Source: an optimization exercise on an open RTL-to-GDS flow (aim: small area, a short achievable clock period and few clock cycles per item). Production flows keep margins and buffers that such runs may drop.
Function was not checked in any run shown here: the RTL went through the layout flow alone.
No activity file was given, so power comes from the tool's default toggle rates.

## flow/design.v (module list and top-level ports; edited modules follow where they fit)
// module rhsc_front: 44 lines
// module rhsc_queue: 95 lines
// module rhsc_back: 1861 lines
// module rhsc_fa: 10 lines
// module rolling_hash_substring_counter_top: 60 lines
module rolling_hash_substring_counter_top (
  input  logic        clk,
  input  logic        rst_n,
  input  logic        in_valid,
  output logic        in_ready,
  input  logic [1:0]  in_op,
  input  logic [7:0]  in_char,
  output logic        out_valid,
  input  logic        out_ready,
  output logic        out_match,
  output logic [15:0] out_start,
  output logic [15:0] out_count
);
  // ...
==> flow/run.sh <==
#!/bin/bash
# synth_recipe.tcl (not shown) runs the flow's synth.tcl, then flattens the netlist and writes it again
# the make line also repeats each setting of config.mk as NAME=value (left out here)
make -C /OpenROAD-flow-scripts/flow DESIGN_CONFIG=/design/flow/config.mk WORK_HOME=/design/flow/orfs CLKGATE_MAP_FILE= SYNTH_SCRIPT=/design/flow/synth_recipe.tcl finish
==> flow/config.mk <==
export PLATFORM = sky130hd
export DESIGN_NAME = rolling_hash_substring_counter_top
export DESIGN_NICKNAME = rolling_hash_substring_counter_top
export VERILOG_FILES = /design/flow/design.v
export SDC_FILE = /design/flow/constraint.sdc
export NUM_CORES = 4
export LEC_CHECK = 0
export ABC_CLOCK_PERIOD_IN_PS = 3300
export CAP_MARGIN = 20
export CORE_MARGIN = 2
export CORE_UTILIZATION = 60
export CTS_CLUSTER_DIAMETER = 80
export CTS_CLUSTER_SIZE = 28
export SETUP_SLACK_MARGIN = 3.7
export SLEW_MARGIN = 20
export SYNTH_HIERARCHICAL = 1
export SYNTH_MINIMUM_KEEP_SIZE = 0
==> flow/constraint.sdc <==
create_clock -name core_clock -period 7.0 [get_ports {clk}]
set_input_delay 1.4000 -clock core_clock [delete_from_list [all_inputs] [get_ports {clk}]]
set_output_delay 1.4000 -clock core_clock [all_outputs]
set_load 0.01 [all_outputs]
==> results_dict.tcl, run 1 <==
set metrics [dict create \
    wl_met1_mm 46.9 \
    top_register "u_back.seg32" \
    rows 102 \
    io_buffers 48 \
    sequentialPowerShare 0.423 \
    sh_seq_area 0.467 \
    synth_top_area_cell "edfxtp_1" \
    final_cells 4612 \
    cts_buffer_depth 3 \
    status "no timing/DRC/antenna violations" \
    crit_start "u_back.a_r[6]" \
    seq_cells 899 \
    syn_inst 3488 \
    powerDensity_nw_per_um2 308 \
    pwr-share-comb 0.379 \
    crit_arrival_ps 4050 \
    max_cap_violations 0 \
    maxSlewHeadroom 0.312 \
    final_nets 4167 \
    drive_above_1_share 0.141 \
    hold_depth 0 \
    wl_per_cell_um 23.1 \
    path_class "reg -> reg" \
    netlist_area_sq_um 46800 \
    antenna_cells 0 \
]
==> run 2: changes to the inputs <==
--- a/flow/config.mk
+++ b/flow/config.mk
@@ -6,5 +6,5 @@
 export NUM_CORES = 4
 export LEC_CHECK = 0
-export ABC_CLOCK_PERIOD_IN_PS = 3300
+export ABC_CLOCK_PERIOD_IN_PS = 3100
 export CAP_MARGIN = 20
 export CORE_MARGIN = 2
@@ -12,5 +12,5 @@
 export CTS_CLUSTER_DIAMETER = 80
 export CTS_CLUSTER_SIZE = 28
-export SETUP_SLACK_MARGIN = 3.7
+export SETUP_SLACK_MARGIN = 3.9
 export SLEW_MARGIN = 20
 export SYNTH_HIERARCHICAL = 1
==> run 2 against run 1 <==
  * Combinational power increased by 6.1%
  * Power increased by 2.3%
  * Sequential cell count unchanged
  * Core utilization increased by 1.8 points
  * Hold slack improved by 23 ps
  * Worst setup slack improved by 83 ps
  * Via count increased by 1.4%
  * Global-route usage increased by 1.6 points
==> results_dict.tcl, run 2 <==
set metrics [dict create \
    status "no timing/DRC/antenna violations" \
    drive_above_1_share 0.192 \
    max_freq_mhz 283 \
    root_buffer "clkbuf_16" \
    clkSinkCount 899 \
    path_buf_inv 1 \
    cp-end-kind "flop" \
    place_ws_ps 2430 \
    initialDrtViolationCount 2619 \
    gp_congestion 0.958 \
    top_register "u_back.seg32" \
    ant_nets 0 \
    powerDensity_nw_per_um2 307 \
    grt_pass1_vias 28100 \
    hold_violations 0 \
    reg2regPathDepth 9 \
    cp.depth 9 \
    hold_depth 0 \
    crit_fanout 6 \
    maxSlewHeadroom 0.303 \
    chipWidth_um 283 \
    yosysWarningCount 15 \
    netlist_area_sq_um 46800 \
    synth_top_area_share 0.385 \
    synth_xor_area_frac 0.0435 \
    antenna_cells 0 \
    initial_core_util 0.605 \
    synth_compound_area_frac 0.0762 \
    synthMuxAreaShare 0.0273 \
    synthTopCellsByCount "edfxtp_1 (599), fa_1 (442), dfxtp_1 (300)" \
    wl_per_cell_um 24.0 \
    period_needed_ps 3540 \
    fp.dieH_um 283 \
    crit_chain "inv_1, fa_1, fa_1, fa_1, ha_1, xor2_1, nand4_1, or4_4, nor3_4" \
    required_ps 7420 \
    vias 27800 \
    grtUsageTotal 0.275 \
    synth_cell_type_count 85 \
    vdd_drop_max_v 0.000231 \
    synth-edff-count 599 \
    drc 0 \
    cts_buffer_depth 3 \
    startpoint_type "flop" \
    rsz0062_at_grt "true" \
    clk_pin_slew_ps 100 \
    areaGrowthSynthToFinish_pct 13.7 \
    synth_nets 4120 \
    mostFrequentLayoutCells "edfxtp_1 (599), fa_1 (315), nor2_1 (266)" \
    cp_common_cell "fa_1" \
    io_buffers 48 \
    ios 49 \
    final_common_cell "edfxtp_1" \
    seq_area_frac_synth 0.513 \
    drtPass1Iterations 5 \
    synth_top_family_by_area "adder cells" \
    largest_reg_flops 256 \
    clkLatencyLatePin_ps 640 \
    syn_inst 3488 \
    synth.ff_latch_count 899 \
    grt_max_degree 102 \
    finalCoreUtilization 0.687 \
    crit_arrival_ps 3960 \
    slowest_stage "or4_4" \
    max_cap_violations 0 \
    grt_pass1_wl_mm 169 \
    cp_slowest_stage_delay_ps 620 \
    die_area_sq_um 80200 \
    finalSetupViolations 0 \
    final_nets 4203 \
    overflow 0 \
    dr_wl_met2_mm 52.0 \
    fin_crit_sh 0.505 \
    top_layer "met5" \
    slew_viol_final 0 \
    dp_hpwl_mm 74.7 \
    cts_buffers 46 \
    path_class "reg -> reg" \
    placed_area_sq_um 48400 \
    clock_skew_ps 38.7 \
    synthArstFlopShare 0 \
    holdCritPathClass "reg -> reg" \
    ctsHtreeMaxLevel 2 \
    layout_setup_ws_ps 3460 \
    finalInstanceArea_sq_um 53200 \
    cpLargestDelayFamily "adder cells" \
    leakage_nw 18.6 \
    rows 102 \
    wl_met1_mm 47.4 \
    synth_top_area_cell "edfxtp_1" \
    synth_area_per_cell_sq_um 13.4 \
    worstMarginPinSlew_ps 1040 \
    ys.flop_type "edfxtp_1" \
    drt_wl_total_mm 112 \
    yosys.area_share.simple 0.0699 \
    vias_per_cell 5.97 \
    n_fill_cell 5384 \
    core_area_sq_um 77300 \
    fin_setup_tns_ps 0 \
    reg_top3 "u_back.seg32 (256), u_back.seg16 (128), u_back.seg8 (64)" \
    synth_fa_ha_area_frac 0.236 \
    tritoncts "done" \
    synth.most_common_cell "edfxtp_1" \
    synth_area_leaders "edfxtp_1 (38%), fa_1 (19%), dfxtp_1 (13%)" \
    grt_antenna_before_repair 2 \
    wl_met3_mm 6.90 \
]
## run 2: changes by cell type in the layout (fill, tap and decap cells not counted), sizes merged, moves of 2 or more
cell and delta:
clkinv +8, inv -3, clkdlybuf4s50 -2, clkbuf -2, buf +41, and2 -3
bufbuf +2, dlymetal6s2s +2, clkinvlp -3
## run 2: through the flow
stage               hold WS [ps]  total power [mW]  cells
floorplan                    310              10.9   3488
global placement             327              12.4   4444
detailed placement           340              12.6   4445
CTS                          360              16.2   4614
global route                 376              17.4   4649
finish                       358              16.3   4649
## run 2: final cells by class
class | instances | area (sq um) | area share
Sequential cell | 899 | 24300 | 0.456
Multi-Input combinational cell | 2200 | 22800 | 0.429
Timing Repair Buffer | 198 | 2370 | 0.0446
Tap cell | 1040 | 1300 | 0.0245
Clock buffer | 64 | 1250 | 0.0235
Inverter | 225 | 848 | 0.0160
Clock inverter | 22 | 338 | 0.00635
Timing Repair inverter | 1 | 5.00 | 0.0000941
## run 2: repair_timing
action | in CTS | in global routing
hold buffers | 0 | 0
setup buffers | 72 | 29
gates cloned | 11 | 6
gates resized for setup | 401 | 136
pin swaps | 100 | 81
setup endpoints to repair | 206 | 247
hold endpoints to repair | 0 | 0
## run 2: path summary, 6_finish.rpt
check        slack, ps             endpoint            from
min reg2reg        360       u_back.s3_elig  u_back.s2_elig
max reg2reg       3460  u_queue.q_mem[2][8]  u_back.j_r[17]
max               3460  u_queue.q_mem[2][8]  u_back.j_r[17]
min                360       u_back.s3_elig  u_back.s2_elig
## run 2: routing by layer
metal,up-vias,GRT usage
li1,12300,-
met1,14100,0.392
met2,1023,0.436
met3,281,0.0409
met4,2,0.103
met5,-,0
## run 2: cell families after synthesis
kind of cell,after synthesis
AO/OA/AOI/OAI,521
AND/OR/NAND/NOR,730
buffers and inverters,392
flip-flops,899
adder cells (fa/ha/maj),618
multiplexers,102
XOR/XNOR,226
## run 2: where the power goes
part           internal, mW  switching [mW]  leakage, nW  total (mW)
sequential             6.18           0.557         7.92        6.74
combinational          3.02            3.40         9.91        6.42
clock                  1.36            1.80        0.757        3.16
## run 2: worst reg2reg max path: cells and delay by family (launching register included)
family                   cells  cell delay, ps
XOR/XNOR                     1             170
AND/OR/NAND/NOR              3            1100
buffers and inverters        1              70
flip-flops                   1             390
adder cells (fa/ha/maj)      4            1610
## run 2: modules after synthesis, one instance, submodules excluded, a selection
module,flip-flops and latches,times used
rhsc_back,749,1
rhsc_fa,0,426
rhsc_front,17,1
rhsc_queue,133,1

afterwards: timing with drivers on the ports:
Ports are ideal in the flow. The routed layouts listed here were re-timed in OpenROAD.
Step 1: set_driving_cell puts a clkbuf_16 on clk and a buf_2 on each other input, an assumption about the parent block.
Step 2 adds t to the input delays and takes it off the output delays; t is the mean of the earliest and latest rising clock arrival at the registers after step 1. Input paths then give back, and output paths get back, about the clock's delay inside the block.
Slacks: no drivers / after step 1 / after step 2; pairs: no drivers / after step 1.
run | t, ns | slack for setup (ns) | worst setup path at the end
run 1 | 0.699 | 3.380 / 3.380 / 3.229 | input to register
run 2 | 0.691 | 3.463 / 3.463 / 3.382 | input to register
After both steps every run listed still meets setup and hold. The setup slack of run 1, which loses most, moves by 0.000 ns with the drivers and by -0.151 ns with both steps.
